From an optimization exercise on the open Yosys and OpenROAD flow, aimed at small area; shortcuts taken in it are not production practice. Function was checked by simulation only, so behaviour that the tests miss may differ from the original. No activity file was given, so power comes from the tool's default toggle rates.

--- design/flow/flow/run.sh ---
#!/bin/bash
# Layout flow: the standard synthesis and ORFS steps (standard.sh), with
#  - combinational cells swapped to their smallest drive strength after
#    synthesis (the flow's repair steps upsize what timing and slew need),
#  - small port buffers,
#  - a clock tree of small buffers without dummy loads.
# Each tool's output goes to its own log in this folder.
set -euo pipefail
here=$(pwd)
res=$here/orfs/results/$FLOW_PLATFORM/processor_core_top/base
export BUFFER_PORTS_ARGS="-buffer_cell sky130_fd_sc_hd__buf_1"
export CTS_ARGS="-sink_clustering_enable -repair_clock_nets -dont_use_dummy_load -buf_list {sky130_fd_sc_hd__clkbuf_8} -sink_clustering_size 16 -sink_clustering_max_diameter 60"
bash standard.sh synth > synth.log 2>&1
SYNTH_ODB=$res/1_synth.odb DONT_USE_CELLS="" openroad -no_init -exit flow/downsize.tcl > downsize.log 2>&1
touch $res/1_synth.sdc
bash standard.sh > layout.log 2>&1
--- design/flow/flow/downsize.tcl ---
# Swap every combinational cell of the synthesized netlist to the smallest
# cell of the same function (same name stem, any drive strength). The flow's
# own timing and design repair then upsizes what the layout needs.
# Flip-flops, tie cells and tap/fill cells are left alone.
read_db $::env(SYNTH_ODB)
set db [ord::get_db]
set block [[$db getChip] getBlock]
set libs [$db getLibs]
array set stems {}
foreach lib $libs {
  foreach m [$lib getMasters] {
    set n [$m getName]
    if {[regexp {^(sky130_fd_sc_hd__[a-z0-9]+)_([0-9]+)$} $n -> stem drive]} {
      lappend stems($stem) [list $m $drive [expr {[$m getWidth] * [$m getHeight]}]]
    }
  }
}
set dont_use [split $::env(DONT_USE_CELLS)]
set swapped 0
set saved 0
foreach inst [$block getInsts] {
  set m [$inst getMaster]
  set n [$m getName]
  if {![regexp {^(sky130_fd_sc_hd__[a-z0-9]+)_([0-9]+)$} $n -> stem drive]} { continue }
  if {[regexp {__(df|edf|sdf|sedf|dl|conb|tap|fill|decap|clk|lpflow|probe)} $n]} { continue }
  set area [expr {[$m getWidth] * [$m getHeight]}]
  set best $m
  set bestarea $area
  set bestdrive $drive
  foreach c $stems($stem) {
    lassign $c cm cd ca
    if {[lsearch -exact $dont_use [$cm getName]] >= 0} { continue }
    if {$ca < $bestarea || ($ca == $bestarea && $cd > $bestdrive)} {
      set best $cm; set bestarea $ca; set bestdrive $cd
    }
  }
  if {$best ne $m} {
    $inst swapMaster $best
    incr swapped
    set saved [expr {$saved + $area - $bestarea}]
  }
}
puts "downsize: swapped $swapped instances, saved [expr {$saved / 1e6}] um^2"
write_db $::env(SYNTH_ODB)
--- design/flow/standard.sh ---
#!/bin/bash
# synth_recipe.tcl (not shown) runs the flow's synth.tcl, then flattens the netlist and writes it again
# the make line also repeats each setting of config.mk as NAME=value (left out here)
make -C /OpenROAD-flow-scripts/flow DESIGN_CONFIG=/design/flow/config.mk WORK_HOME=/design/flow/orfs CLKGATE_MAP_FILE= SYNTH_SCRIPT=/design/flow/synth_recipe.tcl "${@:-finish}"
--- design/flow/config.mk ---
export PLATFORM = sky130hd
export DESIGN_NAME = processor_core_top
export DESIGN_NICKNAME = processor_core_top
export VERILOG_FILES = /design/flow/design.v
export SDC_FILE = /design/flow/constraint.sdc
export NUM_CORES = 4
export LEC_CHECK = 0
export CAP_MARGIN = 20
export CORE_MARGIN = 2
export CORE_UTILIZATION = 40
export SLEW_MARGIN = 20
export SYNTH_HIERARCHICAL = 1
export SYNTH_MINIMUM_KEEP_SIZE = 0
--- design/flow/constraint.sdc ---
create_clock -name core_clock -period 10.0 [get_ports {clk}]
set_input_delay 2.0000 -clock core_clock [delete_from_list [all_inputs] [get_ports {clk}]]
set_output_delay 2.0000 -clock core_clock [all_outputs]
set_load 0.01 [all_outputs]
--- design/flow/design.v ---
module pc_rf_wbit (
    input  logic e, input logic x,
    input  logic w, input logic y,
    input  logic h, input logic q,
    output logic dn
);
    assign dn = ~((e & x) | (w & y) | (h & q));
endmodule
module pc_o22ai (
    input  logic a, input logic b, input logic c, input logic d,
    output logic y
);
    assign y = ~((a | b) & (c | d));
endmodule
module pc_rf_rbit (
    input  logic [15:0] sn,
    input  logic [15:0] d,
    input  logic        lv,
    output logic        on
);
    logic [7:0] y;
    for (genvar k = 0; k < 8; k++) begin : g_t
        pc_o22ai u (.a(sn[2*k]), .b(d[2*k]), .c(sn[2*k+1]), .d(d[2*k+1]), .y(y[k]));
    end
    assign on = ~(lv & ~(|y[3:0]) & ~(|y[7:4]));
endmodule
module pc_any16 (
    input  logic [15:0] sn,
    output logic        y
);
    assign y = ~(&sn);
endmodule
module pc_mux2i (
    input  logic s, input logic a0, input logic a1,
    output logic y
);
    assign y = ~(s ? a1 : a0);
endmodule
module pc_o21ai (
    input  logic a1, input logic a2, input logic b1,
    output logic y
);
    assign y = ~((a1 | a2) & b1);
endmodule
module pc_oh4 (
    input  logic [3:0] sn,
    input  logic [3:0] d,
    output logic       y
);
    assign y = &(sn | d);
endmodule
module pc_mux2x2 (
    input  logic       s,
    input  logic [1:0] a0,
    input  logic [1:0] a1,
    output logic [1:0] y
);
    assign y = s ? a1 : a0;
endmodule
module pc_nor3 (
    input  logic a, input logic b, input logic c,
    output logic y
);
    assign y = ~(a | b | c);
endmodule
module pc_nand3 (
    input  logic a, input logic b, input logic c,
    output logic y
);
    assign y = ~(a & b & c);
endmodule
module pc_or2b (
    input  logic a, input logic bn,
    output logic y
);
    assign y = a | ~bn;
endmodule
module pc_nor2 (
    input  logic a, input logic b,
    output logic y
);
    assign y = ~(a | b);
endmodule
module pc_lut2 (
    input  logic a, input logic b, input logic [3:0] t,
    output logic y
);
    assign y = t[{b, a}];
endmodule
module pc_a21o (
    input  logic a1, input logic a2, input logic b1,
    output logic y
);
    assign y = (a1 & a2) | b1;
endmodule
module pc_and2 (
    input  logic a, input logic b,
    output logic y
);
    assign y = a & b;
endmodule
module pc_xor2 (
    input  logic a, input logic b,
    output logic y
);
    assign y = a ^ b;
endmodule
module pc_cblk4 (
    input  logic [3:0] p,
    input  logic [3:0] g,
    input  logic       ci,
    output logic [3:0] s,
    output logic       bg,
    output logic       bp,
    output logic       c3
);
    logic [4:1] lc;
    logic [3:1] c;
    logic [3:2] pp;
    assign lc[1] = g[0];
    pc_a21o  u_l2 (.a1(p[1]), .a2(lc[1]), .b1(g[1]), .y(lc[2]));
    pc_a21o  u_l3 (.a1(p[2]), .a2(lc[2]), .b1(g[2]), .y(lc[3]));
    pc_a21o  u_l4 (.a1(p[3]), .a2(lc[3]), .b1(g[3]), .y(lc[4]));
    pc_and2  u_p2 (.a(p[0]), .b(p[1]), .y(pp[2]));
    pc_and2  u_p3 (.a(pp[2]), .b(p[2]), .y(pp[3]));
    pc_and2  u_p4 (.a(pp[3]), .b(p[3]), .y(bp));
    pc_a21o  u_c1 (.a1(p[0]), .a2(ci), .b1(lc[1]), .y(c[1]));
    pc_a21o  u_c2 (.a1(pp[2]), .a2(ci), .b1(lc[2]), .y(c[2]));
    pc_a21o  u_c3 (.a1(pp[3]), .a2(ci), .b1(lc[3]), .y(c[3]));
    pc_xor2  u_s0 (.a(p[0]), .b(ci), .y(s[0]));
    pc_xor2  u_s1 (.a(p[1]), .b(c[1]), .y(s[1]));
    pc_xor2  u_s2 (.a(p[2]), .b(c[2]), .y(s[2]));
    pc_xor2  u_s3 (.a(p[3]), .b(c[3]), .y(s[3]));
    assign bg = lc[4];
    assign c3 = c[3];
endmodule
module pc_keepdec (
    input  logic [4:0] shamt,
    input  logic       lsl, input logic rsh, input logic ror, input logic rrx, input logic sh0,
    output logic [7:0] kan,
    output logic [7:0] kbn,
    output logic [3:0] kcn
);
    logic [7:0] gt, eq, ka, kb;
    logic [3:0] ge, kc;
    assign kan = ~ka;
    assign kbn = ~kb;
    assign kcn = ~kc;
    for (genvar kk = 0; kk < 8; kk++) begin : g_th
        assign gt[kk] = 3'(kk) > shamt[4:2];
        assign eq[kk] = 3'(kk) == shamt[4:2];
    end
    for (genvar m = 0; m < 4; m++) begin : g_tl
        assign ge[m] = 2'(m) >= shamt[1:0];
    end
    for (genvar kk = 0; kk < 8; kk++) begin : g_k
        assign ka[kk] = (lsl && gt[kk]) || (rsh && gt[7 - kk]) || (ror && !(kk == 7 && sh0));
        assign kb[kk] = (lsl && eq[kk]) || (rsh && eq[7 - kk]) || (rrx && kk == 7);
    end
    for (genvar m = 0; m < 4; m++) begin : g_m
        assign kc[m] = (lsl && ge[m]) || (rsh && ge[3 - m]) || (rrx && m != 3);
    end
endmodule
module pc_alu (
    input  logic [31:0] rn_n,      
    input  logic [31:0] rm_n,      
    input  logic        pn,
    input  logic        pm,
    input  logic [3:0]  opcode,
    input  logic [4:0]  shamt,
    input  logic [1:0]  shtype,
    input  logic        c_in,
    output logic [31:0] res,
    output logic        arith,
    output logic        c_out,
    output logic        v_out
);
    logic lsl, lsr, asr, ror, sh0, rrx, rsh;
    assign sh0 = (shamt == 5'd0);
    assign lsl = (shtype == 2'b00);
    assign lsr = (shtype == 2'b01);
    assign asr = (shtype == 2'b10);
    assign ror = (shtype == 2'b11);
    assign rrx = ror && sh0;
    assign rsh = (lsr || asr) && !sh0;
    logic [4:0] amt;
    assign amt = lsl ? (5'd0 - shamt) : (rrx ? 5'd1 : shamt);
    logic [3:0] s1n, s2n;
    for (genvar v = 0; v < 4; v++) begin : g_sel
        assign s1n[v] = !(amt[1:0] == 2'(v));
        assign s2n[v] = !(amt[3:2] == 2'(v));
    end
    logic [31:0] st1, st2, rot;
    for (genvar j = 0; j < 32; j++) begin : g_rot
        pc_oh4 u1 (.sn(s1n), .d({rm_n[(j + 3) % 32], rm_n[(j + 2) % 32], rm_n[(j + 1) % 32], rm_n[j]}),
                   .y(st1[j]));
        pc_oh4 u2 (.sn(s2n), .d({st1[(j + 12) % 32], st1[(j + 8) % 32], st1[(j + 4) % 32], st1[j]}),
                   .y(st2[j]));
        pc_mux2i u3 (.s(amt[4]), .a0(st2[j]), .a1(st2[(j + 16) % 32]), .y(rot[j]));
    end
    logic [7:0] kan, kbn;
    logic [3:0] kcn;
    pc_keepdec u_kd (.shamt(shamt), .lsl(lsl), .rsh(rsh), .ror(ror), .rrx(rrx), .sh0(sh0),
                     .kan(kan), .kbn(kbn), .kcn(kcn));
    logic rm31, fill, fill31;
    logic fillx, fill31x;
    assign rm31    = ~rm_n[31] ^ pm;
    assign fill    = asr && rm31;
    assign fill31  = rrx ? c_in : fill;
    assign fillx   = fill ^ pm;
    assign fill31x = fill31 ^ pm;
    logic [31:0] keep, op2_n;
    for (genvar j = 0; j < 32; j++) begin : g_op2
        pc_o21ai uk (.a1(kbn[j / 4]), .a2(kcn[j % 4]), .b1(kan[j / 4]), .y(keep[j]));
        pc_mux2i um (.s(keep[j]), .a0((j == 31) ? fill31x : fillx), .a1(rot[j]), .y(op2_n[j]));
    end
    logic sh_c;
    assign sh_c = lsl ? (sh0 ? c_in : rot[0] ^ pm) : rot[31] ^ pm;
    logic [3:0] tp;
    logic       cin, ia;
    always_comb begin
        cin = 1'b0;
        arith = 1'b1;
        ia = 1'b0;
        case (opcode)
            4'h0, 4'h8: begin tp = 4'b1000; arith = 1'b0; end            
            4'h1, 4'h9: begin tp = 4'b0110; arith = 1'b0; end            
            4'h2, 4'hA: begin tp = 4'b1001; cin = 1'b1; end             
            4'h3:       begin tp = 4'b1001; cin = 1'b1; ia = 1'b1; end  
            4'h4, 4'hB: begin tp = 4'b0110; end                         
            4'h5:       begin tp = 4'b0110; cin = c_in; end             
            4'h6:       begin tp = 4'b1001; cin = c_in; end             
            4'h7:       begin tp = 4'b1001; cin = c_in; ia = 1'b1; end  
            4'hC:       begin tp = 4'b1110; arith = 1'b0; end            
            4'hD:       begin tp = 4'b1100; arith = 1'b0; end            
            4'hE:       begin tp = 4'b0010; arith = 1'b0; end            
            default:    begin tp = 4'b0011; arith = 1'b0; end            
        endcase
    end
    logic [3:0] tpx;
    always_comb begin
        for (int i = 0; i < 4; i++) begin
            tpx[i] = tp[{~i[1] ^ pm, ~i[0] ^ pn}];
        end
    end
    logic u0, u1;
    assign u0 = arith && !(ia ^ pn);
    assign u1 = arith && (ia ^ pn);
    logic [31:0] p, g, an;
    for (genvar j = 0; j < 32; j++) begin : g_pg
        pc_lut2  up (.a(rn_n[j]), .b(op2_n[j]), .t(tpx), .y(p[j]));
        pc_mux2i ua (.s(rn_n[j]), .a0(u0), .a1(u1), .y(an[j]));
        pc_nor2  ug (.a(p[j]), .b(an[j]), .y(g[j]));
    end
    logic [8:0] bc;
    logic [7:0] bg, bp, bc3;
    assign bc[0] = cin;
    for (genvar k = 0; k < 8; k++) begin : g_blk
        pc_cblk4 u (.p(p[4*k +: 4]), .g(g[4*k +: 4]), .ci(bc[k]), .s(res[4*k +: 4]),
                    .bg(bg[k]), .bp(bp[k]), .c3(bc3[k]));
        assign bc[k+1] = bg[k] | (bp[k] & bc[k]);
    end
    assign c_out = arith ? bc[8] : sh_c;
    assign v_out = bc[8] ^ bc3[7];    
endmodule
module processor_core_top (
    input  logic        clk,
    input  logic        rst_n,
    input  logic [31:0] if_instr,
    input  logic        if_instr_valid,
    input  logic        ext_wr_valid,
    input  logic [3:0]  ext_wr_addr,
    input  logic [31:0] ext_wr_data,
    output logic [31:0] result,
    output logic        result_valid,
    output logic [3:0]  flags
);
    logic [31:0] r_regs [16];
    logic [15:0] r_live;
    logic        r_par;
    logic [3:0]  r_flags;
    logic [31:0] r_result;
    logic        r_result_valid;
    logic [3:0]  w_cond, w_opcode, w_rn_idx, w_rd_idx, w_rm_idx;
    logic [2:0]  w_class;
    logic        w_s, w_bit4;
    logic        w_n, w_z, w_c, w_v;
    assign w_cond    = if_instr[31:28];
    assign w_class   = if_instr[27:25];
    assign w_opcode  = if_instr[24:21];
    assign w_s       = if_instr[20];
    assign w_rn_idx  = if_instr[19:16];
    assign w_rd_idx  = if_instr[15:12];
    assign w_rm_idx  = if_instr[3:0];
    assign w_bit4    = if_instr[4];
    assign {w_n, w_z, w_c, w_v} = r_flags;
    logic [3:0] w_rn_lo, w_rn_hi, w_rm_lo, w_rm_hi;
    for (genvar v = 0; v < 4; v++) begin : g_pre_r
        assign w_rn_lo[v] = (w_rn_idx[1:0] == 2'(v));
        assign w_rn_hi[v] = (w_rn_idx[3:2] == 2'(v));
        assign w_rm_lo[v] = (w_rm_idx[1:0] == 2'(v));
        assign w_rm_hi[v] = (w_rm_idx[3:2] == 2'(v));
    end
    logic [15:0] w_rn_seln, w_rm_seln;
    logic [31:0] w_rn_n, w_rm_n;
    logic        w_rn_live, w_rm_live;
    for (genvar i = 0; i < 16; i++) begin : g_rsel
        pc_nand3 u_n (.a(w_rn_lo[i % 4]), .b(w_rn_hi[i / 4]), .c(r_live[i]), .y(w_rn_seln[i]));
        pc_nand3 u_m (.a(w_rm_lo[i % 4]), .b(w_rm_hi[i / 4]), .c(r_live[i]), .y(w_rm_seln[i]));
    end
    pc_any16 u_rn_live (.sn(w_rn_seln), .y(w_rn_live));
    pc_any16 u_rm_live (.sn(w_rm_seln), .y(w_rm_live));
    for (genvar b = 0; b < 32; b++) begin : g_rd
        logic [15:0] col;
        for (genvar i = 0; i < 16; i++) begin : g_col
            assign col[i] = r_regs[i][b];
        end
        pc_rf_rbit u_rn (.sn(w_rn_seln), .d(col), .lv(w_rn_live), .on(w_rn_n[b]));
        pc_rf_rbit u_rm (.sn(w_rm_seln), .d(col), .lv(w_rm_live), .on(w_rm_n[b]));
    end
    logic w_cond_pass;
    always_comb begin
        case (w_cond)
            4'h0: w_cond_pass = w_z;
            4'h1: w_cond_pass = !w_z;
            4'h2: w_cond_pass = w_c;
            4'h3: w_cond_pass = !w_c;
            4'h4: w_cond_pass = w_n;
            4'h5: w_cond_pass = !w_n;
            4'h6: w_cond_pass = w_v;
            4'h7: w_cond_pass = !w_v;
            4'h8: w_cond_pass = w_c && !w_z;
            4'h9: w_cond_pass = !w_c || w_z;
            4'hA: w_cond_pass = (w_n == w_v);
            4'hB: w_cond_pass = (w_n != w_v);
            4'hC: w_cond_pass = !w_z && (w_n == w_v);
            4'hD: w_cond_pass = w_z || (w_n != w_v);
            4'hE: w_cond_pass = 1'b1;
            default: w_cond_pass = 1'b0;
        endcase
    end
    logic [31:0] w_alu;
    logic        w_arith, w_c_new, w_v_new;
    logic w_pn, w_pm;
    assign w_pn = w_rn_live && r_par;
    assign w_pm = w_rm_live && r_par;
    pc_alu u_alu (
        .rn_n(w_rn_n), .rm_n(w_rm_n), .pn(w_pn), .pm(w_pm), .opcode(w_opcode), .shamt(if_instr[11:7]),
        .shtype(if_instr[6:5]), .c_in(w_c),
        .res(w_alu), .arith(w_arith), .c_out(w_c_new), .v_out(w_v_new)
    );
    logic w_is_cmp, w_exec, w_wb;
    assign w_is_cmp = (w_opcode[3:2] == 2'b10);
    assign w_exec   = if_instr_valid && (w_class == 3'b000) && !w_bit4 && w_cond_pass
                      && (!w_is_cmp || w_s);
    assign w_wb     = w_exec && !w_is_cmp;
    logic [3:0] w_ea_lon, w_ea_hin, w_rd_lon, w_rd_hin;
    for (genvar v = 0; v < 4; v++) begin : g_pre_w
        assign w_ea_lon[v] = !(ext_wr_valid && (ext_wr_addr[1:0] == 2'(v)));
        assign w_ea_hin[v] = !(ext_wr_addr[3:2] == 2'(v));
        assign w_rd_lon[v] = !(w_wb && (w_rd_idx[1:0] == 2'(v)));
        assign w_rd_hin[v] = !(w_rd_idx[3:2] == 2'(v));
    end
    logic [15:0] w_ext_hit, w_wb_hit, w_hold, w_live_nxt;
    for (genvar i = 0; i < 16; i++) begin : g_wsel
        pc_nor2 u_e (.a(w_ea_lon[i % 4]), .b(w_ea_hin[i / 4]), .y(w_ext_hit[i]));
        pc_nor3 u_w (.a(w_ext_hit[i]), .b(w_rd_lon[i % 4]), .c(w_rd_hin[i / 4]), .y(w_wb_hit[i]));
        pc_nor2 u_h (.a(w_ext_hit[i]), .b(w_wb_hit[i]), .y(w_hold[i]));
        pc_or2b u_l (.a(r_live[i]), .bn(w_hold[i]), .y(w_live_nxt[i]));
    end
    logic [31:0] w_ext_x, w_alu_x;
    assign w_ext_x = ext_wr_data ^ {32{r_par}};
    assign w_alu_x = w_alu ^ {32{r_par}};
    for (genvar i = 0; i < 16; i++) begin : g_reg
        logic [31:0] nxt;
        for (genvar b = 0; b < 32; b++) begin : g_bit
            pc_rf_wbit u_w (
                .e(w_ext_hit[i]), .x(w_ext_x[b]),
                .w(w_wb_hit[i]),  .y(w_alu_x[b]),
                .h(w_hold[i]),    .q(r_regs[i][b]),
                .dn(nxt[b])
            );
        end
        always_ff @(posedge clk) r_regs[i] <= nxt;
    end
    always_ff @(posedge clk or negedge rst_n) begin
        if (!rst_n) begin
            r_live <= 16'd0;
            r_par  <= 1'b0;
        end else begin
            r_live <= w_live_nxt;
            r_par  <= !r_par;
        end
    end
    logic [31:0] w_result_nxt;
    for (genvar b = 0; b < 16; b++) begin : g_res
        pc_mux2x2 u_m (.s(w_exec), .a0(r_result[2*b +: 2]), .a1(w_alu[2*b +: 2]),
                       .y(w_result_nxt[2*b +: 2]));
    end
    always_ff @(posedge clk or negedge rst_n) begin
        if (!rst_n) begin
            r_flags        <= 4'b0000;
            r_result       <= 32'd0;
            r_result_valid <= 1'b0;
        end else begin
            r_result_valid <= w_exec;
            r_result       <= w_result_nxt;
            if (w_exec && w_s) begin
                r_flags[3] <= w_alu[31];
                r_flags[2] <= (w_alu == 32'd0);
                r_flags[1] <= w_c_new;
                r_flags[0] <= w_arith ? w_v_new : w_v;
            end
        end
    end
    assign result       = r_result;
    assign result_valid = r_result_valid;
    assign flags        = r_flags;
endmodule
==> key figures, run 1 <==
Pwr
  • Clock power frac: approximately an eighth
  • Logic pwr share: 49.2%
  • Switching Power: about 4.3 mW
  • Internal power: between 4 and 5 mW
  • Pwr Total: just over 9 mW
  • Leak pwr: roughly 11 nW
  • Flop pwr share: a little under two fifths
  • Sw frac: a little under half
  • Maximum VDD drop: roughly 0.28 mV
  • Power Density: 285.4 nW/um2

Synthesis
  • Dominant cells by area after synthesis: dfxtp_1 36%, a222oi_1 18%, o22ai_1 14%
  • YS warnings: 10
  • Synth Cell Area: 28160 um2
  • Post-synth EDFFs: 0
  • Syn Inst Count: between 2000 and 3000
  • FFs w/ async S/R, synth: under 10%
  • Seq/Total Area, Yosys: between 40% and 50%
  • Yosys reg bits: 566
  • Yosys cell types: between 60 and 70
  • Top FF cell, synth: dfxtp_1
  • Yosys stat area: between 20000 and 30000 um2
  • Top-area cell type share of the netlist area: roughly 36%
  • Syn Nets: just under 3000
  • Syn Area/Cell: roughly 10 um2
  • Area leader, netlist: dfxtp_1

Clock network
  • Post-CTS setup buffer count: 0
  • Clk root buf: clkbuf_8
  • CTS resizes: 0
  • Hold Buf Count CTS: 0
  • Clk buf depth: 3
  • Worst-skew pair later-pin latency: 0.75 ns
  • CTS tree: yes
  • Max H-tree Level: 2
  • Clock transition at path regs: ~0.06 ns
  • Total CTS buffers: 47
  • CTS Sinks: between 500 and 600

Worst setup path
  • Startpoint Class: input port
  • FF-to-FF setup slack: about 2.5 ns
  • Worst path required time: approximately 11 ns
  • Most frequent CP cell: a21o_1
  • Slowest CP cell: nand4_1
  • Arr. time, crit path: just over 9 ns
  • FF-to-FF Start: r_live[10]
  • Worst path max stage delay: ~0.79 ns
  • CP Class: input port to flip-flop
  • Crit path from: if_instr[1]
  • R2R Path End: r_flags[2]
  • Worst Reg-to-Reg Cells: 25
  • WP buf/inv: 2
  • Crit. End Element: flip-flop
  • Worst Setup EP: r_flags[2]
  • Worst-path maximum fanout: 32
  • WP depth: 27
  • Critical path's top delay family: compound AO/OA/AOI/OAI gates

Floorplan
  • Ports: around 110
  • Initial core utilization: just over 40%
  • Die area: between 70000 and 80000 um2
  • DIE HEIGHT: 269.3 um
  • Core area: 69910 um2
  • Die Width: between 200 and 300 um
  • # rows: slightly below 100

Drt
  • DRC: 0
  • Routed WL: ~150 mm
  • TritonRoute pass-1 iters: 15
  • DR WL/cell: 37.91 um
  • Via count: roughly 34000
  • Vias per cell: 8.321
  • ANT nets after route: 0
  • Initial drt markers: roughly 8700

Placement
  • Post-DP HPWL: between 80 and 90 mm
  • DP Area: ~31000 um2
  • Placer Congestion: just under 1
  • Port Buf Inserts: between 100 and 150

STA
  • Slew margin rel.: 21.02%
  • Clock skew after layout: ~0.14 ns
  • Hold WS: 0.4848 ns
  • RSZ-0062 raised after global routing: no
  • Slew @ Worst Pin: between 1 and 1.5 ns
  • Final hold vios: 0
  • Final period util: 86.89%
  • Max Freq: between 100 and 150 MHz
  • Fin crit period: ~8.7 ns
  • # setup viols final: 0
  • Final count of pins violating max slew: 0
  • TNS Setup: 0 ns

Finish
  • Layout net count: roughly 3200
  • Register area: 11600 um2
  • Commonest non-fill, non-tap cell in the layout: o22ai_1
  • Area added between synthesis and finish: 13.97%
  • Cell area after layout: ~32000 um2
  • Share of post-route cells with drive strength above 1: approximately an eighth
  • Fillcell total: 6699
  • Most frequent cells in the layout: 642 x o22ai_1, 512 x a222oi_1, 512 x dfxtp_1, 249 x nor2_1, 139 x buf_4
  • Area of the multi-input gates: ~17000 um2

Hold path
  • Hold Path Origin: r_regs[3][20]
  • Hold path depth: 1
  • Worst Hold Class: flip-flop to flip-flop

Global route
  • Largest net degree at the start of global routing: 55
  • Initial antenna violation count: 1
  • Gr usage total: about two fifths
  • Number of global-route vias before repair: 31787
  • GRT Residual Overflow: 0
  • First-pass GRT wire length: between 200 and 250 mm

Run status
  • Status: no timing/DRC/antenna violations

Job
  • Max-Cap Viols: 0
-- power by group through the flow --
stage               sequential, mW  clock [mW]  combinational, mW
floorplan                     3.36           0               2.55
finish                        3.43        1.22               4.51
CTS                           3.41        1.21               4.29
detailed placement            3.46           0               4.28
global route                  3.51        1.29               4.65
global placement              3.42           0               4.19
-- cells by family after synthesis --
family / Yosys count / share of synthesized area, %
compound gates: 1316 / 36.27
mux: 173 / 7.676
xor+xnor: 103 / 3.173
buf+inv: 43 / 0.8407
fa+ha+maj: 5 / 0.2201
simple gates: 613 / 11.01
flops: 566 / 40.81
-- cell usage after synthesis (5+ instances only) --
cell and count:
a32oi_1 7, o21ai_0 13, nor4_1 74, nor3_1 5, a21oi_1 18, xor2_1 98, dfrtp_1 54, and2_1 30
buf_4 8, a211oi_1 5, a21o_1 58, nand3_1 36, nand2b_1 28, ha_1 5, buf_2 8, o22ai_1 642
a222oi_1 512, mux4_2 32, buf_6 5, inv_1 13, nor2b_1 14, nor3_2 16, o21ai_1 32, clkbuf_1 6
nand2_1 24, nor2_1 281, xnor2_1 5, dfxtp_1 512, nand4_1 76, mux2_2 36, mux2i_1 101
-- per-module statistics from Yosys, one instance, submodules excluded, a selection --
module / cells inside / area (um2) / copies in the design
processor_core_top: 734 / 12880 / 1
pc_alu: 127 / 844.6 / 1
pc_keepdec: 52 / 332.8 / 1
pc_any16: 5 / 32.53 / 2
pc_mux2x2: 2 / 22.52 / 16
pc_oh4: 3 / 16.27 / 64
pc_rf_wbit: 1 / 10.01 / 512
pc_xor2: 1 / 8.758 / 32
pc_a21o: 1 / 7.507 / 48
pc_o22ai: 1 / 6.256 / 512
pc_and2: 1 / 6.256 / 24
pc_nand3: 1 / 5.005 / 32
pc_o21ai: 1 / 5.005 / 32
pc_nor2: 1 / 3.754 / 64
-- metal layers --
metal | global-route usage (%) | up-vias | part of all wire, %
met5 | 0 | - | 0
met4 | 28.36 | 0 | 9.1
met3 | 16.29 | 932 | 18
met2 | 55.32 | 3378 | 39
met1 | 49.13 | 15991 | 34
li1 | - | 13225 | -
-- per-stage QoR --
stage	util, %	std cells	setup slack (ns)
2_1_floorplan	-	2819	0.8539
3_3_place_gp	44.61	3978	1.116
3_5_place_dp	44.67	3979	0.9738
4_1_cts	45.60	4026	1.587
5_1_grt	45.90	4028	1.074
6_report	45.90	4029	1.311
-- state kept, by name, summed over array words and instances (netlist names) --
register        count
r_result_valid      1
r_live             16
r_result           32
r_flags             4
r_regs            512
r_par               1
-- layout make-up --
class	count	area share, %
inverters	13	0.1521
diodes	2	0.01560
repair buffers	251	4.753
multi-input cells	2210	53.24
well taps	940	3.665
flip-flops and latches	566	36.16
clock buffers	47	2.016
-- worst register-to-register path, stage by stage, from the launching register on --
cell and delay, ns:
dfrtp_1 0.44, nand3_2 0.11, buf_4 0.56, o22ai_1 0.18
nor4_1 0.38, nand4_1 0.79, o22ai_1 0.42, nor2_1 0.14
o22ai_1 0.15, nor2_1 0.10, mux2i_1 0.29, mux2i_1 0.18
mux4_2 0.34, nor2_1 0.07, a21o_1 0.17, a21o_1 0.17
a21o_1 0.20, o311ai_1 0.67, a21oi_1 0.32, a21o_1 0.30
a21o_1 0.18, xor2_1 0.52, nor4_1 0.12, nand4_1 0.20
nor2_1 0.06, mux2_2 0.26
-- worst min-delay path by stage --
stage,to,slack (ns)
2_1_floorplan,r_live[0],0.46
3_3_place_gp,r_regs[0][15],0.47
3_5_place_dp,r_regs[2][6],0.47
4_1_cts,r_regs[3][20],0.49
5_1_grt,r_regs[6][10],0.50
6_report,r_regs[3][20],0.48
==> inputs of run 2 (changes only) <==
--- a/design/flow/config.mk
+++ b/design/flow/config.mk
@@ -7,6 +7,6 @@
 export LEC_CHECK = 0
-export CAP_MARGIN = 20
+export CAP_MARGIN = 10
 export CORE_MARGIN = 2
 export CORE_UTILIZATION = 40
-export SLEW_MARGIN = 20
+export SLEW_MARGIN = 10
 export SYNTH_HIERARCHICAL = 1
==> run 2 against run 1 <==
  * Clock power barely moved
  * Cell count did not move
  * Area after synthesis did not move
  * Non-clock buffer count did not move
  * Routed wire length fell by 0.16%
  * Maximum frequency fell by 1.5%
  * Via count fell by 0.79%
  * Sequential cell count did not move
  * Total power fell by 0.29%
  * Combinational power barely moved
  * Sequential share of layout area rose by 0.19 points
  * Largest cell class unchanged
  * Largest power group unchanged
==> key figures, run 2 <==
Hold path
  • Worst Hold Class: flip-flop to flip-flop

STA
  • # setup viols final: 0
  • Final hold vios: 0
  • Final count of pins violating max slew: 0
  • Hold WS: just under 0.5 ns
  • TNS Setup: 0 ns
  • Slew margin rel.: a little under a tenth
  • Slew @ Worst Pin: approximately 1.4 ns
  • Fin crit period: 8.824 ns
  • Max Freq: between 100 and 150 MHz
  • Final period util: approximately 88%
  • Final WS setup: ~1.2 ns
  • Clock skew after layout: 0.1121 ns
  • RSZ-0062 raised after global routing: no

Clock network
  • CTS tree: yes
  • Clk root buf: clkbuf_8
  • Hold Buf Count CTS: 0
  • Clock transition at path regs: 0.10 ns
  • CTS Sinks: between 500 and 600
  • Max H-tree Level: 2
  • Total CTS buffers: 47
  • Clk buf depth: 3
  • Post-CTS setup buffer count: 0
  • CTS resizes: 0
  • Worst-skew pair later-pin latency: between 0.7 and 0.8 ns

Drt
  • Via count: roughly 33000
  • Initial drt markers: around 8500
  • DR WL/cell: between 30 and 40 um
  • Routed WL: about 150 mm
  • TritonRoute pass-1 iters: 17
  • DRC: 0
  • Vias per cell: about 8.3
  • ANT nets after route: 0

Synthesis
  • Synth Cell Area: roughly 28000 um2
  • Top-area cell type share of the netlist area: a little over a third
  • Area leader, netlist: dfxtp_1
  • Post-synth EDFFs: 0
  • Yosys stat area: between 20000 and 30000 um2
  • Dominant cells by area after synthesis: dfxtp_1 36%, a222oi_1 18%, o22ai_1 14%
  • Most frequent cell after synthesis: o22ai_1
  • Syn Area/Cell: between 9 and 10 um2
  • Yosys cell types: 67
  • FFs w/ async S/R, synth: roughly a tenth
  • Most frequent cells after synthesis: 642 x o22ai_1, 512 x a222oi_1, 512 x dfxtp_1
  • Syn Nets: between 2000 and 3000
  • YS warnings: 10
  • Yosys reg bits: between 500 and 600
  • Seq/Total Area, Yosys: roughly two fifths
  • Syn Inst Count: 2819
  • Top FF cell, synth: dfxtp_1

Worst setup path
  • Worst path max stage delay: around 0.74 ns
  • Startpoint Class: input port
  • CP Class: input port to flip-flop
  • Most frequent CP cell: a21o_1
  • Critical path's top delay family: compound AO/OA/AOI/OAI gates
  • WP buf/inv: 2
  • Worst path required time: 10.53 ns
  • Arr. time, crit path: roughly 9.4 ns
  • Crit. End Element: flip-flop
  • Slowest CP cell: nand2_1
  • Worst-path maximum fanout: 32

Finish
  • Most frequent cells in the layout: 642 x o22ai_1, 512 x a222oi_1, 512 x dfxtp_1, 249 x nor2_1, 140 x buf_4
  • Share of post-route cells with drive strength above 1: between 10% and 20%
  • Cell area after layout: between 30000 and 40000 um2
  • Final Util: 45.66%
  • Area added between synthesis and finish: 13.36%
  • Max reg flops: 512
  • Largest register by flop count: r_regs
  • Layout net count: 3166
  • Top Registers: r_regs x512, r_result x32, r_live x16
  • Commonest non-fill, non-tap cell in the layout: o22ai_1

Pwr
  • Sw frac: about 47%
  • Clock power frac: a little over an eighth
  • Switching Power: ~4.3 mW
  • Power Density: 286.1 nW/um2
  • Internal power: roughly 4.8 mW
  • Flop pwr share: a little under two fifths
  • Leak pwr: 11.14 nW
  • Maximum VDD drop: around 0.32 mV
  • Logic pwr share: around half

Placement
  • DP Area: slightly above 30000 um2
  • Port Buf Inserts: around 110
  • Placer Congestion: just under 1
  • Pre-CTS setup slack: between 0.9 and 1 ns
  • Post-DP HPWL: between 80 and 90 mm

Global route
  • Largest net degree at the start of global routing: between 50 and 60
  • First-pass GRT wire length: around 220 mm
  • Initial antenna violation count: 1
  • Gr usage total: approximately two fifths
  • Number of global-route vias before repair: approximately 32000
  • GRT Residual Overflow: 0

Floorplan
  • Ports: roughly 110
  • Initial core utilization: approximately two fifths
  • Die Width: ~270 um
  • Die area: around 73000 um2
  • DIE HEIGHT: 269.3 um
  • Core area: between 60000 and 70000 um2
  • # rows: 97

Job
  • Max-Cap Viols: 0

Run status
  • Status: no timing/DRC/antenna violations
[run 2: cell counts after synthesis]
Identical to the previous run, type by type.
[run 2: kinds of logic (layout without fill, tap and decap cells)]
family | after synthesis | after routing | share of synthesized area, %
xor gates and xnor gates | 103 | 103 | 3.173
and+or+nand+nor | 613 | 613 | 11.01
muxes | 173 | 173 | 7.676
buffers and inverters | 43 | 311 | 0.8407
AOI/OAI and AO/OA | 1316 | 1316 | 36.27
other | 0 | 2 | 0
adders and majority gates | 5 | 5 | 0.2201
DFF | 566 | 566 | 40.81
[run 2: worst register-to-register path: cells and delay by family, from the launching register on]
family                    cells  cell delay, ns
buffers and inverters         1            0.57
xor gates and xnor gates      1            0.49
DFF                           1            0.43
muxes                         4            1.09
and+or+nand+nor               9            1.92
AOI/OAI and AO/OA            10            2.84
[run 2: final cells by class]
cell class / count / area [um2]
antenna: 2 / 5.005
timing repair buffer: 251 / 1518
tap: 940 / 1176
inverter: 13 / 48.80
sequential: 566 / 11600
fill: 6795 / 37990
multi-input combinational: 2210 / 16920
clock buffer: 47 / 646.9
[run 2: per-module statistics from Yosys, one instance, submodules excluded, a selection]
| module | flip-flops and latches | cell area (um2) |
|---|---|---|
| pc_any16 | 0 | 32.53 |
| pc_rf_rbit | 0 | 20.02 |
| pc_and2 | 0 | 6.256 |
| pc_nand3 | 0 | 5.005 |
| pc_lut2 | 0 | 22.52 |
| pc_rf_wbit | 0 | 10.01 |
| pc_keepdec | 0 | 332.8 |
| pc_mux2i | 0 | 10.01 |
| pc_xor2 | 0 | 8.758 |
| pc_o22ai | 0 | 6.256 |
| pc_or2b | 0 | 6.256 |
| pc_a21o | 0 | 7.507 |
[run 2: path summary, 6_finish.rpt]
check                              startpoint       endpoint  cells past startpoint  slack [ns]
worst max-delay path              if_instr[9]     r_flags[2]                     27        1.18
worst min-delay path            r_regs[9][14]  r_regs[9][14]                      1        0.49
worst max register to register     r_live[10]     r_flags[2]                     25        2.55
worst min register to register  r_regs[9][14]  r_regs[9][14]                      1        0.49
max in group asynchronous               rst_n          r_par                      2        7.93
min in group asynchronous               rst_n    r_result[9]                      2        1.49
[run 2: routing by layer]
layer	vias up	global-route usage (%)	routed length, um
li1	13219	-	-
met1	15785	48.77	51820
met2	3324	56.16	59850
met3	933	16.59	27130
met4	0	27.53	13690
met5	-	0.3947	0
[run 2: power by group through the flow]
stage	sequential [mW]	combinational, mW	clock [mW]
floorplan	3.36	2.55	0
global placement	3.42	4.19	0
detailed placement	3.46	4.27	0
CTS	3.41	4.28	1.20
global route	3.51	4.66	1.28
finish	3.43	4.50	1.20
[run 2: per-stage QoR]
| stage | instances | power (mW) |
|---|---|---|
| after floorplan | 2819 | 5.908 |
| after global placement | 3978 | 7.611 |
| after detailed placement | 3978 | 7.730 |
| after CTS | 4025 | 8.893 |
| after global routing | 4028 | 9.439 |
| final | 4029 | 9.133 |
==> inputs of run 3 (changes only) <==
--- a/design/flow/flow/run.sh
+++ b/design/flow/flow/run.sh
@@ -11,3 +11,3 @@
 export BUFFER_PORTS_ARGS="-buffer_cell sky130_fd_sc_hd__buf_1"
-export CTS_ARGS="-sink_clustering_enable -repair_clock_nets -dont_use_dummy_load -buf_list {sky130_fd_sc_hd__clkbuf_8} -sink_clustering_size 16 -sink_clustering_max_diameter 60"
+export CTS_ARGS="-sink_clustering_enable -repair_clock_nets -dont_use_dummy_load -buf_list {sky130_fd_sc_hd__clkbuf_4} -sink_clustering_size 10 -sink_clustering_max_diameter 50"
 bash standard.sh synth > synth.log 2>&1
--- a/design/flow/config.mk
+++ b/design/flow/config.mk
@@ -7,6 +7,6 @@
 export LEC_CHECK = 0
-export CAP_MARGIN = 10
+export CAP_MARGIN = 20
 export CORE_MARGIN = 2
 export CORE_UTILIZATION = 40
-export SLEW_MARGIN = 10
+export SLEW_MARGIN = 20
 export SYNTH_HIERARCHICAL = 1
==> run 3 against run 2 <==
  * Still clean
  * Sequential cell count unchanged
  * Total power down 0.39%
  * Maximum frequency up 3.8%
  * Area after synthesis unchanged
  * Sequential share of layout area down 0.097 points
  * Die area unchanged
  * Critical path depth down 1
  * Register-to-register slack worse by 0.08 ns
  * Clock skew up 0.063 ns
  * Final area up 0.27%
  * Sequential power about the same
  * Synthesized cell count unchanged
  * Largest power group unchanged
==> key figures, run 3 <==
Synthesis
  • Yosys stat area: about 28000 um2
  • Top FF cell, synth: dfxtp_1
  • Most frequent cells after synthesis: 642 x o22ai_1, 512 x a222oi_1, 512 x dfxtp_1
  • Syn Area/Cell: between 9 and 10 um2
  • FFs w/ async S/R, synth: 9.541%
  • Area leader, netlist: dfxtp_1
  • Yosys cell types: 67
  • Most frequent cell after synthesis: o22ai_1
  • Yosys reg bits: 566
  • Synth Cell Area: approximately 28000 um2
  • Seq/Total Area, Yosys: 40.81%
  • Syn Inst Count: approximately 2800
  • Post-synth EDFFs: 0
  • YS warnings: 10
  • Top-area cell type share of the netlist area: 36.06%
  • Dominant cells by area after synthesis: dfxtp_1 36%, a222oi_1 18%, o22ai_1 14%
  • Syn Nets: 2896

Placement
  • Pre-CTS setup slack: just under 1 ns
  • DP Area: about 31000 um2
  • Placer Congestion: between 0.9 and 1
  • Post-Place Cells: between 3000 and 4000
  • Post-DP HPWL: about 90 mm
  • Port Buf Inserts: between 100 and 150

STA
  • Fin crit period: around 8.5 ns
  • Final period util: between 80% and 90%
  • Slew @ Worst Pin: 1.190 ns
  • Clock skew after layout: around 0.18 ns
  • # setup viols final: 0
  • Slew margin rel.: approximately a fifth
  • Hold WS: just under 0.5 ns
  • TNS Setup: 0 ns
  • Final hold vios: 0
  • Final WS setup: between 1 and 1.5 ns
  • Max Freq: between 100 and 150 MHz
  • Final count of pins violating max slew: 0
  • RSZ-0062 raised after global routing: no

Clock network
  • Worst-skew pair later-pin latency: 0.95 ns
  • Clock transition at path regs: approximately 0.11 ns
  • CTS tree: yes
  • Total CTS buffers: 74
  • Max H-tree Level: 3
  • Post-CTS setup buffer count: 0
  • CTS resizes: 0
  • CTS Sinks: ~570
  • Clk root buf: clkbuf_4
  • Clk buf depth: 3
  • Hold Buf Count CTS: 0

Floorplan
  • Die area: between 70000 and 80000 um2
  • DIE HEIGHT: between 200 and 300 um
  • Die Width: approximately 270 um
  • # rows: 97
  • Ports: around 110
  • Core area: about 70000 um2
  • Initial core utilization: 40.28%

Drt
  • ANT nets after route: 0
  • TritonRoute pass-1 iters: 15
  • Initial drt markers: between 8000 and 9000
  • Routed WL: approximately 150 mm
  • DRC: 0
  • Via count: 33658
  • DR WL/cell: approximately 38 um
  • Vias per cell: around 8.3

Pwr
  • Pwr Total: 9.097 mW
  • Leak pwr: 11.19 nW
  • Maximum VDD drop: around 0.28 mV
  • Power Density: between 200 and 300 nW/um2

Finish
  • Cell area after layout: approximately 32000 um2
  • Max reg flops: ~500
  • Final Util: between 40 and 50%
  • Commonest non-fill, non-tap cell in the layout: o22ai_1
  • Area added between synthesis and finish: 13.66%
  • Non-Filler Instances: a little over 4000
  • Most frequent cells in the layout: 642 x o22ai_1, 512 x a222oi_1, 512 x dfxtp_1, 249 x nor2_1, 139 x buf_4
  • Largest register by flop count: r_regs
  • Layout net count: about 3200
  • Share of post-route cells with drive strength above 1: a little over an eighth
  • Top Registers: r_regs x512, r_result x32, r_live x16

Global route
  • Number of global-route vias before repair: between 30000 and 40000
  • Gr usage total: 39.89%
  • Initial antenna violation count: 3
  • GRT Residual Overflow: 0
  • First-pass GRT wire length: about 220 mm
  • Largest net degree at the start of global routing: 55

Run status
  • Status: no timing/DRC/antenna violations

Worst setup path
  • Crit. End Element: flip-flop
  • Worst-path maximum fanout: 32
  • Arr. time, crit path: 9.23 ns
  • Startpoint Class: input port
  • CP Class: input port to flip-flop
  • Worst path required time: about 11 ns

Hold path
  • Worst Hold Class: flip-flop to flip-flop

Job
  • Max-Cap Viols: 0
[run 3: cell counts after synthesis]
Identical to the previous run, type by type.
[run 3: area by class of cell]
| cell class | instances | area, um2 |
|---|---|---|
| Fill cell | 6716 | 37900 |
| Multi-Input combinational cell | 2210 | 17080 |
| Sequential cell | 566 | 11600 |
| Timing Repair Buffer | 251 | 1525 |
| Tap cell | 940 | 1176 |
| Clock buffer | 74 | 555.5 |
| Inverter | 13 | 48.80 |
| Antenna cell | 4 | 10.01 |
[run 3: final timing paths]
path,slack (ns),from,cells after the start,end
max in group asynchronous,8.10,rst_n,2,r_par
hold / removal,0.49,r_regs[9][14],1,r_regs[9][14]
setup / recovery,1.49,if_instr[1],26,r_regs[11][29]
hold reg to reg,0.49,r_regs[9][14],1,r_regs[9][14]
setup reg to reg,2.47,r_live[10],24,r_regs[11][29]
min in group asynchronous,1.27,rst_n,2,r_result[18]
[run 3: per-layer routing]
layer	wire length, um	GRT usage [%]
met5	17	0.3947
met4	13780	29.31
met3	27060	16.72
met2	60090	55.43
met1	52510	49.06
[run 3: worst max-delay path, stage by stage]
cell      delay [ns]
buf_1           0.11
nor2b_1         0.21
nand3_2         0.11
buf_4           0.56
o22ai_1         0.16
nor4_1          0.37
nand4_1         0.80
o22ai_1         0.42
nor2_1          0.15
o22ai_1         0.16
nor2_1          0.10
mux2i_1         0.28
mux2i_1         0.18
mux4_2          0.34
nor2_1          0.06
a21o_1          0.17
a21o_1          0.17
a21o_1          0.20
o311ai_1        0.70
a21oi_1         0.32
a21o_1          0.31
a21o_1          0.18
xor2_1          0.48
xor2_1          0.13
buf_4           0.23
a222oi_1        0.30
[run 3: kinds of logic after synthesis]
family	count (synthesis)	synth area share (%)
AOI/OAI and AO/OA	1316	36.27
buffers and inverters	43	0.8407
DFF	566	40.81
and+or+nand+nor	613	11.01
adders and majority gates	5	0.2201
xor gates and xnor gates	103	3.173
muxes	173	7.676
[run 3: Yosys stat by module, one instance, submodules excluded, a selection]
module / times used / flops+latches
pc_or2b: 16 / 0
processor_core_top: 1 / 566
pc_lut2: 32 / 0
pc_mux2x2: 16 / 0
pc_nor3: 16 / 0
pc_a21o: 48 / 0
pc_and2: 24 / 0
pc_o21ai: 32 / 0
pc_rf_wbit: 512 / 0
pc_alu: 1 / 0
[run 3: power by group]
part | leakage, nW | switching (mW) | internal (mW)
Clock | 0.340 | 0.808 | 0.340
Sequential | 4.98 | 0.508 | 2.92
Combinational | 5.87 | 3.04 | 1.48
==> inputs of run 4 (changes only) <==
--- a/design/flow/flow/run.sh
+++ b/design/flow/flow/run.sh
@@ -11,3 +11,3 @@
 export BUFFER_PORTS_ARGS="-buffer_cell sky130_fd_sc_hd__buf_1"
-export CTS_ARGS="-sink_clustering_enable -repair_clock_nets -dont_use_dummy_load -buf_list {sky130_fd_sc_hd__clkbuf_4} -sink_clustering_size 10 -sink_clustering_max_diameter 50"
+export CTS_ARGS="-sink_clustering_enable -repair_clock_nets -dont_use_dummy_load -buf_list {sky130_fd_sc_hd__clkbuf_8} -sink_clustering_size 16 -sink_clustering_max_diameter 80"
 bash standard.sh synth > synth.log 2>&1
==> run 4 against run 3 <==
  * Still clean on timing, DRC and antenna
  * Clock power is essentially flat
  * Total power rose by 0.22%
  * Clock skew decreased by 0.018 ns
  * Worst setup slack worse by 0.20 ns
  * Sequential cell count stayed put
  * Maximum frequency fell by 2.3%
  * Clock-buffer cell count decreased by 31
  * Sequential power barely moved
  * Register-to-register slack gained 0.03 ns
  * Cell count decreased by 0.79%
  * Area after synthesis unchanged
==> key figures, run 4 <==
Synthesis
  • FFs w/ async S/R, synth: a little under a tenth
  • Yosys reg bits: 566
  • Syn Inst Count: roughly 2800
  • Yosys stat area: 28430 um2
  • Area leader, netlist: dfxtp_1
  • Post-synth EDFFs: 0
  • Syn Nets: around 2900
  • Top FF cell, synth: dfxtp_1
  • Seq/Total Area, Yosys: roughly two fifths
  • Dominant cells by area after synthesis: dfxtp_1 36%, a222oi_1 18%, o22ai_1 14%
  • Top-area cell type share of the netlist area: a little over a third
  • Most frequent cells after synthesis: 642 x o22ai_1, 512 x a222oi_1, 512 x dfxtp_1
  • Most frequent cell after synthesis: o22ai_1
  • Syn Area/Cell: between 9 and 10 um2
  • Synth Cell Area: ~28000 um2
  • YS warnings: 10
  • Yosys cell types: 67

Floorplan
  • Die Width: ~270 um
  • Core area: around 70000 um2
  • DIE HEIGHT: between 200 and 300 um
  • Die area: approximately 73000 um2
  • # rows: between 90 and 100
  • Initial core utilization: 40.28%
  • Ports: around 110

Clock network
  • CTS tree: yes
  • Clk root buf: clkbuf_8
  • Clk buf depth: 3
  • Max H-tree Level: 2
  • Post-CTS setup buffer count: 0
  • Hold Buf Count CTS: 0
  • CTS resizes: 0
  • Worst-skew pair later-pin latency: between 0.7 and 0.8 ns
  • CTS Sinks: 566
  • Total CTS buffers: 43
  • Clock transition at path regs: roughly 0.090 ns

Pwr
  • Clock power frac: between 10 and 15%
  • Pwr Total: between 9 and 10 mW
  • Logic pwr share: 49.5%
  • Switching Power: 4.328 mW
  • Sw frac: between 40% and 50%
  • Power Density: ~280 nW/um2
  • Maximum VDD drop: around 0.30 mV
  • Internal power: around 4.8 mW
  • Flop pwr share: around 38%
  • Leak pwr: ~11 nW

Worst setup path
  • Worst path required time: 10.52 ns
  • CP Class: input port to flip-flop
  • Worst Reg-to-Reg Cells: 25
  • FF-to-FF Start: r_live[10]
  • Startpoint Class: input port
  • Crit. End Element: flip-flop
  • Arr. time, crit path: between 9 and 10 ns
  • Worst-path maximum fanout: 32
  • R2R Path End: r_flags[2]
  • FF-to-FF setup slack: roughly 2.5 ns

Drt
  • DR WL/cell: 37.92 um
  • Initial drt markers: 8600
  • ANT nets after route: 0
  • Vias per cell: between 8 and 9
  • TritonRoute pass-1 iters: 17
  • Via count: between 30000 and 40000
  • DRC: 0
  • Routed WL: roughly 150 mm

Finish
  • Final Util: 45.83%
  • Cell area after layout: between 30000 and 40000 um2
  • Share of post-route cells with drive strength above 1: 12.39%
  • Largest register by flop count: r_regs
  • Max reg flops: a little over 500
  • Top Registers: r_regs x512, r_result x32, r_live x16
  • Commonest non-fill, non-tap cell in the layout: o22ai_1
  • Non-Filler Instances: ~4000
  • Layout net count: roughly 3200
  • Most frequent cells in the layout: 642 x o22ai_1, 512 x a222oi_1, 512 x dfxtp_1, 249 x nor2_1, 139 x buf_4
  • Area added between synthesis and finish: 13.78%

STA
  • TNS Setup: 0 ns
  • Clock skew after layout: roughly 0.16 ns
  • Slew margin rel.: between 20% and 30%
  • Final period util: between 80 and 90%
  • Final count of pins violating max slew: 0
  • Slew @ Worst Pin: around 1.2 ns
  • # setup viols final: 0
  • Max Freq: roughly 110 MHz
  • Fin crit period: around 8.7 ns
  • Final hold vios: 0
  • RSZ-0062 raised after global routing: no

Placement
  • DP Area: 31230 um2
  • Post-DP HPWL: 88.63 mm
  • Port Buf Inserts: between 100 and 150
  • Post-Place Cells: 3979
  • Placer Congestion: 0.9889

Hold path
  • Hold path depth: 1
  • Hold Path Origin: r_regs[5][31]
  • Hold EP: r_regs[5][31]
  • Worst Hold Class: flip-flop to flip-flop

Global route
  • First-pass GRT wire length: roughly 220 mm
  • Initial antenna violation count: 1
  • Number of global-route vias before repair: approximately 32000
  • Gr usage total: between 30 and 40%
  • GRT Residual Overflow: 0
  • Largest net degree at the start of global routing: 55

Run status
  • Status: no timing/DRC/antenna violations

Job
  • Max-Cap Viols: 0
## run 4: worst max path at each step
| stage | depth (start not counted) | to | startpoint |
|---|---|---|---|
| floorplan | 23 | r_regs[12][31] | if_instr[16] |
| global placement | 29 | r_flags[2] | if_instr[7] |
| detailed placement | 29 | r_flags[2] | if_instr[7] |
| CTS | 29 | r_flags[2] | if_instr[7] |
| global route | 28 | r_flags[2] | if_instr[9] |
| finish | 27 | r_flags[2] | if_instr[1] |
## run 4: Yosys stat by module, one instance, submodules excluded, a selection
| module | cells | area, um2 |
|---|---|---|
| pc_a21o | 1 | 7.507 |
| pc_lut2 | 1 | 22.52 |
| pc_nor2 | 1 | 3.754 |
| pc_mux2i | 1 | 10.01 |
| pc_oh4 | 3 | 16.27 |
| pc_rf_wbit | 1 | 10.01 |
| pc_o22ai | 1 | 6.256 |
| processor_core_top | 734 | 12880 |
| pc_mux2x2 | 2 | 22.52 |
| pc_o21ai | 1 | 5.005 |
| pc_nor3 | 1 | 10.01 |
## run 4: critical path: stages
cell      delay, ns
buf_1          0.11
nor2b_1        0.21
nand3_2        0.11
buf_4          0.55
o22ai_1        0.16
nor4_1         0.37
nand4_1        0.81
o22ai_1        0.42
nor2_1         0.15
o22ai_1        0.15
nor2_1         0.10
mux2i_1        0.28
mux2i_1        0.17
mux4_2         0.34
nor2_1         0.07
a21o_1         0.17
a21o_1         0.17
a21o_1         0.20
o311ai_1       0.69
a21oi_1        0.32
a21o_1         0.31
a21o_1         0.18
xor2_1         0.50
nor4_1         0.12
nand4_1        0.20
nor2_1         0.06
mux2_2         0.26
## run 4: routing by layer
| metal | wire length, um | track usage (%) |
|---|---|---|
| met5 | 0 | 0 |
| met4 | 13110 | 28.14 |
| met3 | 26750 | 15.89 |
| met2 | 60090 | 55.33 |
| met1 | 52700 | 49.44 |
## run 4: metrics by stage
step	setup slack [ns]	hold WS [ns]
after floorplan	0.8539	0.4583
after global placement	1.116	0.4664
after detailed placement	0.9738	0.4732
after CTS	1.580	0.4886
after global routing	1.079	0.5037
final	1.290	0.4918
## run 4: cells by family (layout without fill, tap and decap cells)
| kind of cell | Yosys count | after routing | share of synthesized area [%] |
|---|---|---|---|
| DFF | 566 | 566 | 40.81 |
| xor gates and xnor gates | 103 | 103 | 3.173 |
| and+or+nand+nor | 613 | 613 | 11.01 |
| buffers and inverters | 43 | 307 | 0.8407 |
| AOI/OAI and AO/OA | 1316 | 1316 | 36.27 |
| other | 0 | 3 | 0 |
| muxes | 173 | 173 | 7.676 |
| adders and majority gates | 5 | 5 | 0.2201 |
## run 4: area by class of cell
| type | instances | area (um2) |
|---|---|---|
| well taps | 940 | 1176 |
| flip-flops and latches | 566 | 11600 |
| repair buffers | 251 | 1525 |
| diodes | 3 | 7.507 |
| multi-input cells | 2210 | 17080 |
| fillers | 6691 | 37870 |
| inverters | 13 | 48.80 |
| clock buffers | 43 | 591.8 |
## run 4: power groups by stage
stage,sequential (mW),clock [mW],combinational (mW)
2_1_floorplan,3.36,0,2.55
3_3_place_gp,3.42,0,4.19
3_5_place_dp,3.46,0,4.28
4_1_cts,3.41,1.16,4.29
5_1_grt,3.51,1.24,4.65
6_report,3.43,1.17,4.52
==> inputs of run 5 (changes only) <==
--- a/design/flow/config.mk
+++ b/design/flow/config.mk
@@ -10,2 +10,3 @@
 export CORE_UTILIZATION = 40
+export PLACE_DENSITY = 0.72
 export SLEW_MARGIN = 20
==> run 5 against run 4 <==
  * Die area unchanged
  * Utilization up 0.16 points
  * Final area up 0.35%
  * Via count up 0.24%
  * Total power down 1.0%
  * Synthesized cell count unchanged
  * Critical endpoint is now r_regs[8][31]
  * Largest cell class unchanged
==> key figures, run 5 <==
Synthesis
  • Syn Area/Cell: roughly 10 um2
  • Area leader, netlist: dfxtp_1
  • Yosys cell types: 67
  • Top FF cell, synth: dfxtp_1
  • Yosys reg bits: 566
  • Synth Cell Area: between 20000 and 30000 um2
  • Most frequent cell after synthesis: o22ai_1
  • FFs w/ async S/R, synth: under 10%
  • Most frequent cells after synthesis: 642 x o22ai_1, 512 x a222oi_1, 512 x dfxtp_1
  • YS warnings: 10
  • Syn Inst Count: about 2800
  • Post-synth EDFFs: 0
  • Seq/Total Area, Yosys: between 40% and 50%
  • Yosys stat area: roughly 28000 um2
  • Dominant cells by area after synthesis: dfxtp_1 36%, a222oi_1 18%, o22ai_1 14%
  • Top-area cell type share of the netlist area: a little over a third
  • Syn Nets: about 2900

Finish
  • Commonest non-fill, non-tap cell in the layout: o22ai_1
  • Layout net count: 3168
  • Largest register by flop count: r_regs
  • Final Util: 45.99%
  • Area added between synthesis and finish: 14.18%
  • Max reg flops: 512
  • Share of post-route cells with drive strength above 1: 12.75%
  • Top Registers: r_regs x512, r_result x32, r_live x16
  • Most frequent cells in the layout: 642 x o22ai_1, 512 x a222oi_1, 512 x dfxtp_1, 249 x nor2_1, 144 x buf_4
  • Cell area after layout: approximately 32000 um2

Clock network
  • Max H-tree Level: 2
  • CTS tree: yes
  • Clock transition at path regs: 0.08 ns
  • Worst-skew pair later-pin latency: approximately 0.74 ns
  • Post-CTS setup buffer count: 0
  • Clk buf depth: 3
  • Hold Buf Count CTS: 0
  • Total CTS buffers: 42
  • CTS Sinks: 566
  • CTS resizes: 0
  • Clk root buf: clkbuf_8

Job
  • Max-Cap Viols: 0

Placement
  • Post-DP HPWL: 81.86 mm
  • Port Buf Inserts: between 100 and 150
  • Placer Congestion: 1.018
  • DP Area: 31430 um2
  • Pre-CTS setup slack: 0.9734 ns

Pwr
  • Switching Power: 4.237 mW
  • Pwr Total: roughly 9 mW
  • Logic pwr share: about half
  • Clock power frac: between 10% and 20%
  • Leak pwr: around 11 nW
  • Sw frac: between 40% and 50%
  • Power Density: approximately 280 nW/um2
  • Internal power: 4.788 mW
  • Flop pwr share: a little under two fifths
  • Maximum VDD drop: about 0.25 mV

Worst setup path
  • CP Class: input port to flip-flop
  • Worst-path maximum fanout: 33
  • Slowest CP cell: or4_1
  • Worst path required time: 10.48 ns
  • Worst path max stage delay: 0.81 ns
  • Startpoint Class: input port
  • Arr. time, crit path: 9.25 ns
  • Crit. End Element: flip-flop
  • Most frequent CP cell: a21o_1

STA
  • Clock skew after layout: between 0.1 and 0.15 ns
  • Final WS setup: roughly 1.2 ns
  • Final period util: 87.68%
  • # setup viols final: 0
  • Final count of pins violating max slew: 0
  • Slew margin rel.: about a fifth
  • Final hold vios: 0
  • TNS Setup: 0 ns
  • Slew @ Worst Pin: approximately 1.2 ns
  • RSZ-0062 raised after global routing: no
  • Fin crit period: about 9 ns
  • Max Freq: approximately 110 MHz

Drt
  • Via count: ~33000
  • DR WL/cell: 35.90 um
  • Vias per cell: around 8.3
  • TritonRoute pass-1 iters: 17
  • DRC: 0
  • ANT nets after route: 0
  • Initial drt markers: 9940
  • Routed WL: 144.8 mm

Floorplan
  • Die area: approximately 73000 um2
  • Initial core utilization: approximately two fifths
  • Ports: about 110
  • Core area: 69910 um2
  • # rows: 97
  • DIE HEIGHT: between 200 and 300 um
  • Die Width: about 270 um

Global route
  • Largest net degree at the start of global routing: 55
  • Number of global-route vias before repair: 30587
  • Gr usage total: approximately 38%
  • Initial antenna violation count: 10
  • First-pass GRT wire length: between 200 and 250 mm
  • GRT Residual Overflow: 0

Run status
  • Status: no timing/DRC/antenna violations

Hold path
  • Worst Hold Class: flip-flop to flip-flop
[run 5: cell types whose count changed in the layout (fill, tap and decap cells not counted), moves of 2 or more]
cell     previous run  this run
nor3_2             12         9
nor4_2              0         2
nand3_2            17        32
nand3_1            19         4
xor2_2             28        18
nor3_4              4         7
buf_4             139       144
buf_16              0         2
nor4_1             74        70
nor4_4              0         2
xor2_1             70        80
[run 5: power by group through the flow]
| stage | clock network [mW] | registers (mW) | logic (mW) |
|---|---|---|---|
| after floorplan | 0 | 3.36 | 2.55 |
| after global placement | 0 | 3.42 | 4.16 |
| after detailed placement | 0 | 3.44 | 4.19 |
| after CTS | 1.13 | 3.39 | 4.20 |
| after global routing | 1.21 | 3.50 | 4.58 |
| final | 1.16 | 3.42 | 4.45 |
[run 5: metrics by stage]
step	hold slack, ns	cells
floorplan	0.4583	2819
global placement	0.4668	3982
detailed placement	0.4745	3986
CTS	0.4827	4028
global route	0.5038	4030
finish	0.4866	4033
[run 5: modules after synthesis (local to each module, per instance), excerpt]
module      times used  area [um2]
pc_alu               1       844.6
pc_keepdec           1       332.8
pc_any16             2       32.53
pc_oh4              64       16.27
pc_or2b             16       6.256
pc_o21ai            32       5.005
pc_nor2             64       3.754
[run 5: worst max-delay path, delay by kind of cell]
kind	cells	cell delay (ns)
xor+xnor	2	0.71
simple gates	9	2.47
buf+inv	4	1.26
mux	3	0.86
compound gates	11	1.92
[run 5: worst paths after layout]
path                                start              to  slack (ns)  cells past startpoint
setup / recovery              if_instr[2]   r_regs[8][31]        1.23                     29
hold / removal             r_regs[15][21]  r_regs[15][21]        0.49                      1
setup reg to reg               r_live[12]   r_regs[8][31]        2.45                     27
hold reg to reg            r_regs[15][21]  r_regs[15][21]        0.49                      1
max in group asynchronous           rst_n           r_par        8.03                      2
min in group asynchronous           rst_n    r_result[16]        1.45                      2
[run 5: cell families (layout without fill, tap and decap cells)]
logic type / count (synthesis) / count (layout) / share of synthesized area (%)
compound gates: 1316 / 1316 / 36.27
simple gates: 613 / 613 / 11.01
flops: 566 / 566 / 40.81
mux: 173 / 173 / 7.676
xor+xnor: 103 / 103 / 3.173
buf+inv: 43 / 313 / 0.8407
fa+ha+maj: 5 / 5 / 0.2201
other cells: 0 / 4 / 0
[run 5: metal layers]
metal	routed length [um]	share of wire [%]	up-vias	track usage, %
li1	-	-	13219	-
met1	47580	33	15636	45.01
met2	55850	39	3518	51.85
met3	26860	19	1092	17.86
met4	14410	10	8	27.85
met5	87	0.060	-	1.974
[run 5: cell type report]
type                    instances  area, um2
repair buffers                258       1603
multi-input cells            2210      17130
well taps                     940       1176
flip-flops and latches        566      11600
diodes                          4      10.01
inverters                      13      48.80
fillers                      6719      37760
clock buffers                  42      578.1
==> inputs of run 6 (changes only) <==
--- a/design/flow/config.mk
+++ b/design/flow/config.mk
@@ -10,3 +10,3 @@
 export CORE_UTILIZATION = 40
-export PLACE_DENSITY = 0.72
+export GPL_TIMING_DRIVEN = 0
 export SLEW_MARGIN = 20
==> run 6 against run 5 <==
  * The layout now fails its checks (negative setup slack)
  * Clock power barely moved
  * Largest power group unchanged
  * Non-clock buffer count rose by 22
  * Highest routed layer unchanged
  * Critical endpoint is now r_regs[6][18]
  * Via count up 2.4%
  * Routed wire length increased by 10%
  * Die area unchanged
  * Maximum frequency fell by 14%
  * Clock-buffer cell count unchanged
==> key figures, run 6 <==
Floorplan
  • Ports: between 100 and 150
  • # rows: between 90 and 100
  • Initial core utilization: roughly two fifths
  • DIE HEIGHT: roughly 270 um

STA
  • # setup viols final: 33
  • Clock skew after layout: ~0.078 ns
  • Final WS setup: -0.1978 ns

Synthesis
  • Yosys reg bits: roughly 570
  • Yosys cell types: 67
  • Synth Cell Area: around 28000 um2
  • Dominant cells by area after synthesis: dfxtp_1 36%, a222oi_1 18%, o22ai_1 14%
  • Post-synth EDFFs: 0
  • Top FF cell, synth: dfxtp_1
  • Seq/Total Area, Yosys: between 40 and 50%

Placement
  • Placer Congestion: around 1
  • DP Area: ~33000 um2

Global route
  • First-pass GRT wire length: ~220 mm
  • Initial antenna violation count: 2

Worst setup path
  • Worst path required time: about 11 ns
  • Arr. time, crit path: around 11 ns
  • FF-to-FF setup slack: roughly 1.2 ns
  • Worst Reg-to-Reg Cells: 25
  • CP Class: input port to flip-flop

Clock network
  • Total CTS buffers: 42
  • Clk root buf: clkbuf_8
  • Worst-skew pair later-pin latency: roughly 0.71 ns

Drt
  • Initial drt markers: roughly 9300
  • TritonRoute pass-1 iters: 23

Finish
  • Layout net count: between 3000 and 4000
  • Most frequent cells in the layout: 642 x o22ai_1, 512 x a222oi_1, 512 x dfxtp_1, 248 x nor2_1, 125 x buf_1
  • Max reg flops: between 500 and 600

Run status
  • Status: failed layout checks
  • Fail Reasons: negative setup slack

Pwr
  • Flop pwr share: approximately two fifths
run 6: cell counts after synthesis:
Identical to the previous run, type by type.
run 6: cell type report:
| class | count | area, um2 |
|---|---|---|
| Inverter | 13 | 48.80 |
| Fill cell | 6467 | 35860 |
| Multi-Input combinational cell | 2218 | 17800 |
| Antenna cell | 3 | 7.507 |
| Buffer | 30 | 120.1 |
| Timing Repair Buffer | 250 | 2711 |
| Tap cell | 940 | 1176 |
| Sequential cell | 566 | 11600 |
| Clock buffer | 42 | 578.1 |
run 6: cells by family after synthesis:
group / Yosys count / synth area share [%]
compound gates: 1316 / 36.27
xor+xnor: 103 / 3.173
fa+ha+maj: 5 / 0.2201
buf+inv: 43 / 0.8407
flops: 566 / 40.81
mux: 173 / 7.676
simple gates: 613 / 11.01
run 6: critical path, cell delays in order:
cell and delay (ns):
buf_1 0.17, nor2b_1 0.75, nand3_4 0.79, nand4_1 0.37
or4_2 0.47, buf_12 0.30, nand4_1 0.52, o22ai_1 0.29
nor2_1 0.14, o22ai_1 0.14, nor2_1 0.14, mux2i_1 0.38
mux2i_1 0.20, mux4_2 0.39, nor2_1 0.17, a21o_1 0.16
a21o_1 0.13, a21o_1 0.20, o21ai_1 0.08, nand2b_1 0.10
o31a_1 0.32, a21o_1 0.34, a21o_1 0.29, a21o_1 0.16
xor2_1 0.72, xor2_2 0.70, a222oi_1 0.22
run 6: per-stage QoR:
stage          hold slack [ns]  worst slack, ns  utilization (%)  TNS [ns]  total power, mW
6_report                0.4884          -0.1978            48.70    -2.332            9.022
5_1_grt                 0.4975         -0.07620            48.70   -0.4382            9.236
4_1_cts                 0.4850          0.02450            48.04         0            8.623
3_5_place_dp            0.4732           -1.240            47.15   -158.35            7.483
3_3_place_gp            0.4657           -5.078            42.54  -2295.66            7.178
2_1_floorplan           0.4583           0.8539                -         0            5.908
run 6: power groups by stage:
| stage | clock network (mW) | logic, mW | registers [mW] |
|---|---|---|---|
| 4_1_cts | 1.16 | 4.06 | 3.41 |
| 2_1_floorplan | 0 | 2.55 | 3.36 |
| 5_1_grt | 1.23 | 4.49 | 3.52 |
| 3_5_place_dp | 0 | 4.02 | 3.46 |
| 3_3_place_gp | 0 | 3.78 | 3.40 |
| 6_report | 1.18 | 4.40 | 3.45 |
run 6: routing by layer:
layer,track usage [%],wire (um),vias to the layer above
met5,0.1974,141,-
met4,27.84,16410,6
met3,16.59,27590,1098
met2,58.34,63230,3545
met1,48.55,52100,16346
li1,-,-,13280
run 6: modules after synthesis (local to each module, per instance), excerpt:
module	cells inside	flip-flops and latches	area, um2	times used
pc_and2	1	0	6.256	24
pc_lut2	1	0	22.52	32
pc_o22ai	1	0	6.256	512
pc_or2b	1	0	6.256	16
pc_a21o	1	0	7.507	48
pc_keepdec	52	0	332.8	1
pc_nor2	1	0	3.754	64
processor_core_top	734	566	12880	1
pc_rf_wbit	1	0	10.01	512
pc_o21ai	1	0	5.005	32
pc_any16	5	0	32.53	2
pc_mux2x2	2	0	22.52	16
pc_nor3	1	0	10.01	16
pc_nand3	1	0	5.005	32
pc_xor2	1	0	8.758	32
pc_mux2i	1	0	10.01	96
run 6: worst min-delay path by stage:
| stage | endpoint | from | slack [ns] |
|---|---|---|---|
| 4_1_cts | r_regs[7][30] | r_regs[7][30] | 0.49 |
| 6_report | r_regs[7][30] | r_regs[7][30] | 0.49 |
| 3_5_place_dp | r_regs[2][12] | r_regs[2][12] | 0.47 |
| 5_1_grt | r_regs[7][30] | r_regs[7][30] | 0.50 |
| 3_3_place_gp | r_regs[8][17] | r_regs[8][17] | 0.47 |
| 2_1_floorplan | r_live[0] | r_live[0] | 0.46 |
run 6: repair_timing:
| item | CTS | global route |
|---|---|---|
| cloned | 0 | 8 |
| pin swaps | 0 | 14 |
| hold endpoints to repair | 0 | 0 |
| endpoints found under the setup margin | 81 | 163 |
| gates resized for setup | 6 | 15 |

Re-timed with assumed drivers on the ports (clkbuf_16 on the clock, buf_2 on other inputs), run 6 has -0.161 ns of setup slack against -0.198 ns with ideal ports, and -0.896 ns once port delays also move by the mid clock arrival of 0.735 ns.
